Background: an optimization exercise with open tools, aiming at small area and a short achievable clock period. Do not read the settings as production practice.
Where RTL was checked, it was by simulation tests only, not by an equivalence proof against the original.

==> nickel <==
==> flow/design.v (excerpt) <==
module fpalu_top (
	input  logic                 clk,
	input  logic                 rst,
	input  logic                 in_valid,
	input  fpalu_pkg::fpalu_op_t op,
	input  logic                 a_sgn,
	input  fpalu_pkg::exp_t      a_exp,
	input  fpalu_pkg::man_t      a_man,
	input  logic                 b_sgn,
	input  fpalu_pkg::exp_t      b_exp,
	input  fpalu_pkg::man_t      b_man,
	output logic                 out_valid,
	output logic                 y_sgn,
	output fpalu_pkg::exp_t      y_exp,
	output fpalu_pkg::man_t      y_man
);
==> module fpalu_top, before the edit <==
module fpalu_top (
	input  logic                 clk,
	input  logic                 rst,
	input  logic                 in_valid,
	input  fpalu_pkg::fpalu_op_t op,
	input  logic                 a_sgn,
	input  fpalu_pkg::exp_t      a_exp,
	input  fpalu_pkg::man_t      a_man,
	input  logic                 b_sgn,
	input  fpalu_pkg::exp_t      b_exp,
	input  fpalu_pkg::man_t      b_man,
	output logic                 out_valid,
	output logic                 y_sgn,
	output fpalu_pkg::exp_t      y_exp,
	output fpalu_pkg::man_t      y_man
);
	logic        a_lt_b, lt, mul;
	logic [5:0]  dab, dba;
	logic        nz_a, nz_b;
	logic [10:0] sb;
	logic [5:0]  one, two, neg;
	logic [3:0]  lb;
	exp_lt u_lt (
		.a (a_exp),
		.b (b_exp),
		.lt(a_lt_b)
	);
	always_comb begin
		mul = (op == fpalu_pkg::OP_MUL);
		lt = a_lt_b & ~mul;
		dab = a_exp - b_exp;
		dba = b_exp - a_exp;
		nz_a = (a_exp[4:0] != '0);
		nz_b = (b_exp[4:0] != '0);
		sb = {nz_b, b_man[9:0]};
	end
	booth_enc u_enc (
		.y  (sb),
		.one(one),
		.two(two),
		.neg(neg)
	);
	lzc11 u_lzb (
		.w(sb),
		.n(lb)
	);
	logic        v1, mul1, sl1, sr1;
	logic [5:0]  el1, er1, d1;
	logic [21:0] ml1, mr1;
	always_ff @(posedge clk) begin
		v1 <= in_valid & ~rst;
		mul1 <= mul;
		sl1 <= lt ? b_sgn : a_sgn;
		sr1 <= lt ? a_sgn : b_sgn;
		el1 <= lt ? b_exp : a_exp;
		er1 <= lt ? a_exp : b_exp;
		if (mul) begin
			ml1 <= {11'b0, nz_a, a_man[9:0]};
			mr1 <= {lb, neg, two, one};
			d1 <= 6'({1'b0, a_exp[4:0]} + {1'b0, b_exp[4:0]} + 6'd3);
		end else begin
			ml1 <= lt ? b_man : a_man;
			mr1 <= lt ? a_man : b_man;
			d1 <= a_lt_b ? dba : dab;
		end
	end
	logic [21:0] rsh;
	logic        lz, sub;
	logic [22:0] prod_s, prod_c;
	logic [3:0]  la;
	logic        pz, nz_r;
	logic [5:0]  pexp;
	logic [4:0]  pzc;
	operand_align u_align (
		.man(mr1),
		.d  (d1),
		.sh (rsh)
	);
	booth_mul u_mul (
		.m    (ml1[10:0]),
		.one  (mr1[5:0]),
		.two  (mr1[11:6]),
		.neg  (mr1[17:12]),
		.row_s(prod_s),
		.row_c(prod_c)
	);
	lzc11 u_lza (
		.w(ml1[10:0]),
		.n(la)
	);
	always_comb begin
		lz = (ml1 == '0);
		sub = sl1 ^ sr1;
		nz_r = (er1[4:0] != '0);
		pz = (la == 4'd11) || (mr1[21:18] == 4'd11);
		pexp = d1 + (pz ? 6'd0 : 6'(!ml1[10]) + 6'(!nz_r));
		pzc = pz ? 5'd23 : 5'(5'd1 + la + mr1[21:18]);
	end
	logic        v2, sg2, byp2, ci2, mul2;
	logic [5:0]  e2;
	logic [4:0]  zm2;
	logic [22:0] x2, y2;
	always_ff @(posedge clk) begin
		v2 <= v1 & ~rst;
		mul2 <= mul1;
		zm2 <= pzc;
		if (mul1) begin
			x2 <= prod_s;
			y2 <= prod_c;
			ci2 <= 1'b0;
			e2 <= pexp;
			sg2 <= sub;
			byp2 <= 1'b0;
		end else if (lz) begin
			x2 <= {mr1, 1'b0};
			y2 <= '0;
			ci2 <= 1'b0;
			e2 <= er1;
			sg2 <= sr1;
			byp2 <= 1'b1;
		end else begin
			x2 <= {1'b0, ml1};
			y2 <= {1'b0, rsh} ^ {23{sub}};
			ci2 <= sub;
			e2 <= el1 + 6'd1;
			sg2 <= sl1;
			byp2 <= 1'b0;
		end
	end
	logic [24:0] sum;
	logic [22:0] w;
	logic        wrap;
	logic [4:0]  zl, zs, z;
	lza23 u_lzant (
		.x (x2),
		.y (y2),
		.ci(ci2),
		.n (zl)
	);
	always_comb begin
		sum = {1'b0, x2, ci2} + {1'b0, y2, ci2};
		w = sum[23:1];
		wrap = ci2 & ~sum[24];	 
		zs = mul2 ? zm2 : (byp2 ? 5'd0 : zl);
		z = wrap ? 5'd0 : zs;
	end
	logic        v3, sg3, nc3;
	logic [5:0]  e3;
	logic [4:0]  z3;
	logic [22:0] w3;
	always_ff @(posedge clk) begin
		v3 <= v2 & ~rst;
		w3 <= z[4] ? {w[6:0], 16'b0} : w;
		z3 <= z;
		nc3 <= byp2 | (zs == 5'd23);
		e3 <= e2;
		sg3 <= sg2;
	end
	logic [21:0] nman;
	logic        c;
	logic [5:0]  ez0, ez1;
	always_comb begin
		ez0 = e3 - 6'(z3);
		ez1 = ez0 - 6'd1;
	end
	sum_normalize u_norm (
		.w  (w3),
		.z  (z3[3:0]),
		.nc (nc3),
		.man(nman),
		.c  (c)
	);
	always_ff @(posedge clk) begin
		out_valid <= v3 & ~rst;
		y_sgn <= sg3;
		y_exp <= c ? ez1 : ez0;
		y_man <= nman;
	end
endmodule
==> module exp_lt, before the edit <==
module exp_lt (
	input  logic [5:0] a,
	input  logic [5:0] b,
	output logic       lt	 
);
	logic [5:0] g, e;
	logic       lt1, lt0, eq1, eq0;
	always_comb begin
		g = ~a & b;	 
		e = ~(a ^ b);
		lt1 = g[5] | (e[5] & g[4]) | (e[5] & e[4] & g[3]);
		eq1 = e[5] & e[4] & e[3];
		lt0 = g[2] | (e[2] & g[1]) | (e[2] & e[1] & g[0]);
		lt = lt1 | (eq1 & lt0);
	end
endmodule
==> module booth_enc, before the edit <==
module booth_enc (
	input  logic [10:0] y,
	output logic [5:0]  one,	 
	output logic [5:0]  two,	 
	output logic [5:0]  neg	 
);
	logic [12:0] yz;	 
	always_comb begin
		yz = {1'b0, y, 1'b0};
		for (int k = 0; k < 6; k++) begin
			logic [2:0] g;
			g = yz[2*k +: 3];
			one[k] = g[0] ^ g[1];
			two[k] = (g == 3'b011) || (g == 3'b100);
			neg[k] = g[2] & ~(g[1] & g[0]);	 
		end
	end
endmodule
==> module booth_mul, before the edit <==
module booth_mul (
	input  logic [10:0] m,	 
	input  logic [5:0]  one,
	input  logic [5:0]  two,
	input  logic [5:0]  neg,
	output logic [22:0] row_s,
	output logic [22:0] row_c
);
	localparam logic [7:0] K_HI = 8'hD5;
	logic [5:0][11:0]  e;	 
	logic [5:0][22:0]  r;
	always_comb begin
		for (int k = 0; k < 6; k++)
			e[k] = (({12{one[k]}} & {1'b0, m}) | ({12{two[k]}} & {m, 1'b0})) ^ {12{neg[k]}};
		r[0] = {K_HI, ~neg[0], neg[0], neg[0], e[0]};
		for (int k = 1; k < 5; k++)
			r[k] = 23'({~neg[k], e[k], 1'b0, neg[k-1]}) << (2 * k - 2);
		r[5] = 23'({e[5], 1'b0, neg[4]}) << 8;	 
	end
	function automatic logic [45:0] csa(input logic [22:0] a, input logic [22:0] b, input logic [22:0] c);
		logic [22:0] s, cy;
		s = a ^ b ^ c;
		cy = (a & b) | (a & c) | (b & c);
		csa = {s, cy[21:0], 1'b0};
	endfunction
	logic [22:0] s1a, c1a, s1b, c1b, s2, c2;
	always_comb begin
		{s1a, c1a} = csa(r[0], r[1], r[2]);
		{s1b, c1b} = csa(r[3], r[4], r[5]);
		{s2, c2} = csa(s1a, c1a, s1b);
		{row_s, row_c} = csa(s2, c2, c1b);
	end
endmodule
==> module lzc23, before the edit <==
module lzc23 (
	input  logic [22:0] w,
	output logic [4:0]  n	 
);
	always_comb begin
		n = 5'd23;
		for (int k = 0; k < 23; k++)
			if (w[k])
				n = 5'(22 - k);
	end
endmodule
==> module lzc11, before the edit <==
module lzc11 (
	input  logic [10:0] w,
	output logic [3:0]  n	 
);
	always_comb begin
		n = 4'd11;
		for (int k = 0; k < 11; k++)
			if (w[k])
				n = 4'(10 - k);
	end
endmodule
==> module lza23, before the edit <==
module lza23 (
	input  logic [22:0] x,
	input  logic [22:0] y,
	input  logic        ci,
	output logic [4:0]  n
);
	logic [22:0] f;
	logic [22:0] o;	 
	always_comb begin
		o = {x[21:0] | y[21:0], ci};
		f = ~(x ^ y) & o;
	end
	lzc23 u_lzc (
		.w(f),
		.n(n)
	);
endmodule
==> module sum_normalize, before the edit <==
module sum_normalize (
	input  logic [22:0] w,
	input  logic [3:0]  z,
	input  logic        nc,	 
	output logic [21:0] man,
	output logic        c
);
	logic [22:0] sh;
	always_comb begin
		sh = w;
		if (z[3]) sh = sh << 8;
		if (z[2]) sh = sh << 4;
		if (z[1]) sh = sh << 2;
		if (z[0]) sh = sh << 1;
		c = ~nc & ~sh[22];
		man = c ? sh[21:0] : sh[22:1];
	end
endmodule
Settings: LEC_CHECK=0, ABC_AREA=1, CAP_MARGIN=20, CORE_MARGIN=2, CORE_UTILIZATION=40, SETUP_SLACK_MARGIN=2.5, SLEW_MARGIN=20; clock period 5.5 ns.
run.sh (not shown) runs the stock make flow with config.mk's settings and CLKGATE_MAP_FILE= SYNTH_SCRIPT=/design/flow/synth_recipe.tcl, a recipe that flattens the netlist after the stock synthesis.
==> maple: changes against nickel <==
--- a/flow/design.v
+++ b/flow/design.v
@@ -201,3 +201,3 @@
 	logic        v1, mul1, sl1, sr1;
-	logic [5:0]  el1, er1, d1;
+	logic [5:0]  el1, d1;
 	logic [21:0] ml1, mr1;
@@ -209,5 +209,4 @@
 		el1 <= lt ? b_exp : a_exp;
-		er1 <= lt ? a_exp : b_exp;
 		if (mul) begin
-			ml1 <= {11'b0, nz_a, a_man[9:0]};
+			ml1 <= {10'b0, nz_b, nz_a, a_man[9:0]};
 			mr1 <= {lb, neg, two, one};
@@ -247,3 +246,3 @@
 		sub = sl1 ^ sr1;
-		nz_r = (er1[4:0] != '0);
+		nz_r = ml1[11];
 		pz = (la == 4'd11) || (mr1[21:18] == 4'd11);
@@ -271,3 +270,3 @@
 			ci2 <= 1'b0;
-			e2 <= er1;
+			e2 <= el1 - d1;	 
 			sg2 <= sr1;
==> flow/flow/run.sh (new file) <==
#!/bin/bash
# Standard layout, with the port buffers made from plain buffers instead of
# the delay cells buffer_ports picks by default.
set -euo pipefail
cd "$(dirname "$0")/.."
bash standard.sh synth > synth.log 2>&1
bash standard.sh "BUFFER_PORTS_ARGS=-buffer_cell sky130_fd_sc_hd__buf_2" finish > layout.log 2>&1
==> flow/standard.sh (new file) <==
#!/bin/bash
# synth_recipe.tcl (not shown) runs the flow's synth.tcl, then flattens the netlist and writes it again
# the make line also repeats each setting of config.mk as NAME=value (left out here)
make -C /OpenROAD-flow-scripts/flow DESIGN_CONFIG=/design/flow/config.mk WORK_HOME=/design/flow/orfs CLKGATE_MAP_FILE= SYNTH_SCRIPT=/design/flow/synth_recipe.tcl "${@:-finish}"
--- a/flow/config.mk
+++ b/flow/config.mk
@@ -7,3 +7,2 @@
 export LEC_CHECK = 0
-export ABC_AREA = 1
 export CAP_MARGIN = 20
@@ -11,3 +10,3 @@
 export CORE_UTILIZATION = 40
-export SETUP_SLACK_MARGIN = 2.5
+export SETUP_SLACK_MARGIN = 2.3
 export SLEW_MARGIN = 20
removed: flow/run.sh
==> tundra: changes against nickel <==
==> flow/design.v (replaced) <==
package fpalu_pkg;
	typedef logic [5:0] exp_t;	 
	typedef logic [21:0] man_t;	 
	typedef logic [4:0] hexp_t;	 
	typedef logic [22:0] sum_t;
	typedef logic [4:0] shamt_t;
	typedef enum logic {
		OP_ADD = 1'b0,	 
		OP_MUL = 1'b1	 
	} fpalu_op_t;
	localparam int AL_EXP_BIAS = 31;	 
	localparam int ML_EXP_BIAS = 15;	 
	localparam int ML_MAN_BITS = 11;	 
	localparam int PP_BITS = 12;	 
endpackage
module operand_align (
	input  logic [21:0] man,
	input  logic [5:0]  d,
	output logic [21:0] sh
);
	always_comb begin
		sh = man;
		if (d[0]) sh = sh >> 1;
		if (d[1]) sh = sh >> 2;
		if (d[2]) sh = sh >> 4;
		if (d[3]) sh = sh >> 8;
		if (d[4]) sh = sh >> 16;
		if (d[5]) sh = '0;
	end
endmodule
module booth_mul (
	input  logic [10:0] m,	 
	input  logic [10:0] y,	 
	output logic [22:0] row_s,
	output logic [22:0] row_c
);
	localparam logic [7:0] K_HI = 8'hD5;
	logic [12:0]       yz;	 
	logic [5:0][11:0]  e;	 
	logic [5:0]        neg;
	logic [5:0][22:0]  r;
	always_comb begin
		yz = {1'b0, y, 1'b0};
		for (int k = 0; k < 6; k++) begin
			logic [2:0] g;
			logic one, two;
			logic [11:0] mag;
			g = (k == 5) ? {1'b0, yz[11:10]} : yz[2*k +: 3];
			one = g[0] ^ g[1];
			two = (g == 3'b011) || (g == 3'b100);
			neg[k] = g[2] & ~(g[1] & g[0]);
			mag = ({12{one}} & {1'b0, m}) | ({12{two}} & {m, 1'b0});
			e[k] = mag ^ {12{neg[k]}};
		end
		r[0] = {K_HI, ~neg[0], neg[0], neg[0], e[0]};
		for (int k = 1; k < 5; k++)
			r[k] = 23'({~neg[k], e[k], 1'b0, neg[k-1]}) << (2 * k - 2);
		r[5] = 23'({e[5], 1'b0, neg[4]}) << 8;
	end
	function automatic logic [45:0] csa(input logic [22:0] a, input logic [22:0] b, input logic [22:0] c);
		logic [22:0] s, cy;
		s = a ^ b ^ c;
		cy = (a & b) | (a & c) | (b & c);
		csa = {s, cy[21:0], 1'b0};
	endfunction
	logic [22:0] s1a, c1a, s1b, c1b, s2, c2;
	always_comb begin
		{s1a, c1a} = csa(r[0], r[1], r[2]);
		{s1b, c1b} = csa(r[3], r[4], r[5]);
		{s2, c2} = csa(s1a, c1a, s1b);
		{row_s, row_c} = csa(s2, c2, c1b);
	end
endmodule
module sum_normalize (
	input  logic [22:0] w,
	input  logic        hold,	 
	output logic [21:0] man,
	output logic [4:0]  z
);
	logic [4:0]  n;
	logic [22:0] sh;
	always_comb begin
		n = 5'd23;
		for (int k = 0; k < 23; k++)
			if (w[k])
				n = 5'(22 - k);
		z = hold ? 5'd0 : n;
		sh = w << z;
		man = sh[22:1];
	end
endmodule
module fpalu_top (
	input  logic                 clk,
	input  logic                 rst,
	input  logic                 in_valid,
	input  fpalu_pkg::fpalu_op_t op,
	input  logic                 a_sgn,
	input  fpalu_pkg::exp_t      a_exp,
	input  fpalu_pkg::man_t      a_man,
	input  logic                 b_sgn,
	input  fpalu_pkg::exp_t      b_exp,
	input  fpalu_pkg::man_t      b_man,
	output logic                 out_valid,
	output logic                 y_sgn,
	output fpalu_pkg::exp_t      y_exp,
	output fpalu_pkg::man_t      y_man
);
	logic        lt;
	logic [6:0]  dab, dba;
	always_comb begin
		dab = {1'b0, a_exp} - {1'b0, b_exp};
		dba = {1'b0, b_exp} - {1'b0, a_exp};
		lt = dab[6] & ~op;	 
	end
	logic        v1, op1, sl1, sr1;
	logic [5:0]  el1, er1, d1;
	logic [21:0] ml1, mr1;
	always_ff @(posedge clk) begin
		v1 <= in_valid & ~rst;
		op1 <= op;
		sl1 <= lt ? b_sgn : a_sgn;
		sr1 <= lt ? a_sgn : b_sgn;
		el1 <= lt ? b_exp : a_exp;
		er1 <= lt ? a_exp : b_exp;
		ml1 <= lt ? b_man : a_man;
		mr1 <= lt ? a_man : b_man;
		d1 <= dab[6] ? dba[5:0] : dab[5:0];
	end
	logic [21:0] rsh;
	logic        lz, sub;
	logic [10:0] sig_l, sig_r;
	logic [22:0] prod_s, prod_c;
	operand_align u_align (
		.man(mr1),
		.d  (d1),
		.sh (rsh)
	);
	always_comb begin
		sig_l = (el1[4:0] == '0) ? {ml1[9:0], 1'b0} : {1'b1, ml1[9:0]};
		sig_r = (er1[4:0] == '0) ? {mr1[9:0], 1'b0} : {1'b1, mr1[9:0]};
	end
	booth_mul u_mul (
		.m    (sig_l),
		.y    (sig_r),
		.row_s(prod_s),
		.row_c(prod_c)
	);
	logic        v2, sg2, byp2, ci2;
	logic [5:0]  e2;
	logic [22:0] x2, y2;
	always_comb begin
		lz = (ml1 == '0);
		sub = sl1 ^ sr1;
	end
	always_ff @(posedge clk) begin
		v2 <= v1 & ~rst;
		if (op1) begin
			x2 <= prod_s;
			y2 <= prod_c;
			ci2 <= 1'b0;
			e2 <= 6'({1'b0, el1[4:0]} + {1'b0, er1[4:0]} + 6'd3);
			sg2 <= sub;
			byp2 <= 1'b0;
		end else if (lz) begin
			x2 <= {mr1, 1'b0};
			y2 <= '0;
			ci2 <= 1'b0;
			e2 <= er1;
			sg2 <= sr1;
			byp2 <= 1'b1;
		end else begin
			x2 <= {1'b0, ml1};
			y2 <= {1'b0, rsh} ^ {23{sub}};
			ci2 <= sub;
			e2 <= el1 + 6'd1;
			sg2 <= sl1;
			byp2 <= 1'b0;
		end
	end
	logic        v3, sg3, byp3;
	logic [5:0]  e3;
	logic [22:0] w3;
	always_ff @(posedge clk) begin
		v3 <= v2 & ~rst;
		w3 <= x2 + y2 + 23'(ci2);
		e3 <= e2;
		sg3 <= sg2;
		byp3 <= byp2;
	end
	logic [21:0] nman;
	logic [4:0]  z;
	sum_normalize u_norm (
		.w   (w3),
		.hold(byp3),
		.man (nman),
		.z   (z)
	);
	always_ff @(posedge clk) begin
		out_valid <= v3 & ~rst;
		y_sgn <= sg3;
		y_exp <= e3 - 6'(z);
		y_man <= nman;
	end
endmodule
--- a/flow/config.mk
+++ b/flow/config.mk
@@ -7,3 +7,2 @@
 export LEC_CHECK = 0
-export ABC_AREA = 1
 export CAP_MARGIN = 20
@@ -11,3 +10,2 @@
 export CORE_UTILIZATION = 40
-export SETUP_SLACK_MARGIN = 2.5
 export SLEW_MARGIN = 20
==> impl_metrics.env <==
export IMPL_status="complete, no violations"
export IMPL_synth_xor_area_share=0.07760
export IMPL_drt_iter0_markers=979
export IMPL_min_period_over_period=0.5431
export IMPL_max_freq_mhz=334.8
export IMPL_slew_headroom=0.3225
export IMPL_rsz0062_at_grt="true"
export IMPL_grt_util_met2=0.3929
The numbers above come from nickel.

==> impl_metrics.env <==
export IMPL_drt_iter0_markers=801
export IMPL_grt_util_met2=0.3259
export IMPL_max_freq_mhz=322.9
export IMPL_rsz0062_at_grt="false"
export IMPL_min_period_over_period=0.5631
export IMPL_status="complete, no violations"
export IMPL_synth_xor_area_share=0.08332
The numbers above come from maple.

==> impl_metrics.env <==
export IMPL_min_period_over_period=0.8472
export IMPL_status="complete, no violations"
export IMPL_slew_headroom=0.4576
export IMPL_wl_met2_um=14160
export IMPL_synth_mux_area_frac=0.1406
export IMPL_rsz0062_at_grt="false"
export IMPL_grt_util_met2=0.3028
export IMPL_vias=9898
The numbers above come from tundra.

The RTL of maple and tundra was laid out without a check of its function.

-- afterwards: timing with drivers on the ports --
How much do the figures lean on ideal ports? The routed layouts below were timed once more, with nothing changed but the port constraints. Step 1: set_driving_cell puts a clkbuf_16 on clk and a buf_2 on each other input, an assumption about the parent block. Step 2 also shifts input and output timing later by t, the mid clock arrival at the registers, as if the neighbouring blocks saw the same clock. Three values: no drivers, after step 1, after step 2; two values: the first two.
run	t (ns)	slack for setup (ns)	worst slew at a driven data input, ns
nickel	0.485	2.513 / 2.513 / 2.230	0.05
maple	0.490	2.403 / 2.403 / 1.984	0.04
tundra	0.481	0.841 / 0.841 / 0.841	0.04
After both steps setup and hold are still met in every run listed. The setup slack of maple, which loses most, moves by 0.000 ns with the drivers and by -0.419 ns with both steps.
